From an optimization exercise on the open Yosys and OpenROAD flow, aimed at small area; shortcuts taken in it are not production practice. Function was checked by simulation only, so behaviour that the tests miss may differ from the original.

// framestore_manager
module framestore_manager (
	input  logic        internal_ZBT_clock,
	input  logic        resetn,
	input  logic        address_reset,
	input  logic [11:0] image_horizontal,
	input  logic [1:0]  picture_type,
	input  logic        yuv_write_en,
	input  logic [7:0]  yuv_write_data,
	input  logic        picture_start,
	input  logic        frame_advance,
	input  logic        audio_sync_in,
	output logic        display_select,
	output logic        display_advance,
	output logic        audio_sync_out,
	input  logic [51:0] video_stream,
	input  logic [51:0] audio_stream,
	input  logic [19:0] fs_fwd,
	input  logic [19:0] fs_bwd,
	input  logic [31:0] bank0_read_data,
	input  logic [31:0] bank1_read_data,
	output logic [51:0] bank0,
	output logic [51:0] bank1,
	output logic        video_stream_access,
	output logic        audio_stream_access,
	output logic        framestore_busy,
	output logic [31:0] video_stream_read_data,
	output logic [31:0] audio_stream_read_data,
	output logic [31:0] fs_fwd_data,
	output logic [31:0] fs_bwd_data
);
For scale: roughly 610 cells after synthesis, about 480 I/O pins, about 5200 um2 of cells after synthesis.
==> flow/config.mk <==
export PLATFORM = sky130hd
export DESIGN_NAME = framestore_manager
export DESIGN_NICKNAME = framestore_manager
export VERILOG_FILES = /design/flow/design.v
export SDC_FILE = /design/flow/constraint.sdc
export NUM_CORES = 4
export LEC_CHECK = 0
export CAP_MARGIN = 20
export CORE_MARGIN = 2
export CORE_UTILIZATION = 25
export SLEW_MARGIN = 20
==> flow/constraint.sdc <==
create_clock -name core_clock -period 7.0 [get_ports {internal_ZBT_clock}]
set_input_delay 1.4000 -clock core_clock [delete_from_list [all_inputs] [get_ports {internal_ZBT_clock}]]
set_output_delay 1.4000 -clock core_clock [all_outputs]
set_load 0.01 [all_outputs]
standard.sh (not shown) runs the stock make flow with config.mk's settings and CLKGATE_MAP_FILE= SYNTH_SCRIPT=/design/flow/synth_recipe.tcl, a recipe that flattens the netlist after the stock synthesis.
==> flow/flow/run.sh <==
#!/bin/bash
# Standard synthesis, then an area-oriented re-mapping of its
# combinational logic (every flip-flop, adder and tie cell of the
# standard synthesis is kept as it is, with its name, and the result is
# proven equivalent to the standard netlist, else that one is used),
# then the standard layout with the port buffers made of the smallest
# buffer and a clock tree of small buffers.
set -euo pipefail
PORTBUF="BUFFER_PORTS_ARGS=-buffer_cell sky130_fd_sc_hd__buf_1"
CTS="CTS_ARGS=-sink_clustering_enable -repair_clock_nets -dont_use_dummy_load -buf_list {sky130_fd_sc_hd__clkbuf_16} -sink_clustering_size 100 -sink_clustering_max_diameter 1000"
RES=orfs/results/${FLOW_PLATFORM}/framestore_manager/base
LIB=${FLOW_HOME}/platforms/${FLOW_PLATFORM}/lib/sky130_fd_sc_hd__tt_025C_1v80.lib
YOSYS=$(command -v yosys || echo ${FLOW_HOME}/../tools/install/yosys/bin/yosys)
KEEP="sky130_fd_sc_hd__df* sky130_fd_sc_hd__edf* sky130_fd_sc_hd__sdf* sky130_fd_sc_hd__sedf* sky130_fd_sc_hd__fa_* sky130_fd_sc_hd__ha_* sky130_fd_sc_hd__conb_*"

bash standard.sh "$PORTBUF" synth > synth.log 2>&1

DONT_USE=$(sed -n '/^export DONT_USE_CELLS/,/^#/p' ${FLOW_HOME}/platforms/${FLOW_PLATFORM}/config.mk \
	| grep -o 'sky130_fd_sc_hd__[a-z0-9_]*' | sed 's/^/-dont_use /' | tr '\n' ' ')
cp $RES/1_2_yosys.v standard_synth.v
printf 'strash\ndc2\nif -K 6\nmfs2 -W 4\nstrash\ndc2\ndch\namap\n' > remap.abc
cat > remap.ys <<EOY
read_liberty -ignore_miss_func $LIB
read_verilog standard_synth.v
hierarchy -top ${FLOW_TOP}
setattr -mod -set keep_hierarchy 1 $KEEP
flatten
opt -purge
abc -liberty $LIB $DONT_USE -script remap.abc
opt_clean -purge
hilomap -singleton -hicell sky130_fd_sc_hd__conb_1 HI -locell sky130_fd_sc_hd__conb_1 LO
splitnets
opt_clean -purge
tee -o remap_stat.txt stat -liberty $LIB
select ${FLOW_TOP}
write_verilog -noattr -nohex -nodec -selected remapped.v
EOY
cat > equiv.ys <<EOY
read_liberty -ignore_miss_func $LIB
read_verilog standard_synth.v
hierarchy -top ${FLOW_TOP}
flatten
rename ${FLOW_TOP} gold
design -stash gold
read_liberty -ignore_miss_func $LIB
read_verilog remapped.v
hierarchy -top ${FLOW_TOP}
flatten
rename ${FLOW_TOP} gate
design -stash gate
design -copy-from gold gold
design -copy-from gate gate
async2sync
equiv_make gold gate equiv
hierarchy -top equiv
equiv_simple -undef
equiv_induct -undef
equiv_status -assert
EOY
if $YOSYS remap.ys > remap.log 2>&1 && $YOSYS equiv.ys > equiv.log 2>&1; then
	cp remapped.v $RES/1_2_yosys.v
else
	echo "re-mapping not used" >> remap.log
fi

bash standard.sh "$PORTBUF" "$CTS" finish > standard_flow.log 2>&1
Edit:
--- a/flow/flow/run.sh
+++ b/flow/flow/run.sh
@@ -10 +10 @@
-CTS="CTS_ARGS=-sink_clustering_enable -repair_clock_nets -dont_use_dummy_load -buf_list {sky130_fd_sc_hd__clkbuf_16} -sink_clustering_size 100 -sink_clustering_max_diameter 1000"
+CTS="CTS_ARGS=-sink_clustering_enable -repair_clock_nets -dont_use_dummy_load -buf_list {sky130_fd_sc_hd__clkbuf_4} -sink_clustering_size 20"
@@ -66 +66,6 @@
-bash standard.sh "$PORTBUF" "$CTS" finish > standard_flow.log 2>&1
+PINS="PLACE_PINS_ARGS=-min_distance 1 -min_distance_in_tracks"
+# Layout repairs may only use buffers up to buf_4
+PLATFORM_DONT_USE=$(sed -n '/^export DONT_USE_CELLS/,/^#/p' ${FLOW_HOME}/platforms/${FLOW_PLATFORM}/config.mk \
+	| grep -o 'sky130_fd_sc_hd__[a-z0-9_]*' | tr '\n' ' ')
+BIGBUF="DONT_USE_CELLS=$PLATFORM_DONT_USE sky130_fd_sc_hd__buf_6 sky130_fd_sc_hd__buf_8 sky130_fd_sc_hd__buf_12 sky130_fd_sc_hd__buf_16 sky130_fd_sc_hd__bufbuf_8 sky130_fd_sc_hd__bufbuf_16 sky130_fd_sc_hd__bufinv_8 sky130_fd_sc_hd__bufinv_16"
+bash standard.sh "$PORTBUF" "$CTS" "$PINS" "$BIGBUF" finish > standard_flow.log 2>&1
--- a/flow/config.mk
+++ b/flow/config.mk
@@ -10 +10 @@
-export CORE_UTILIZATION = 25
+export CORE_UTILIZATION = 45
What happened:
- wire length decreases by 35%
- clock skew decreases by 0.010 ns
- core utilization increases by 26 points

[what the ideal ports hide]
The results above use ideal ports. As a check the final layouts listed here were re-extracted and re-timed, cells and wires unchanged.
Step 1 assumes that a clkbuf_16 drives the clock port and a buf_2 every other input.
Step 2, shift: input delay + t, output delay - t, t = (earliest + latest rising clock arrival at the registers) / 2. This alone moves slack from input paths to output paths.
Slacks: ideal / step 1 / step 2; pairs: ideal / step 1.
run	t, ns	setup WS [ns]	worst register clock-pin slew, ns
the first run	0.386	0.563 / 0.576 / 0.191	0.07 / 0.07
the second run	0.451	0.523 / 0.452 / 0.001	0.10 / 0.10
After both steps setup and hold are still met in every run listed. The setup slack of the second run, which loses most, moves by -0.071 ns with the drivers and by -0.522 ns with both steps.
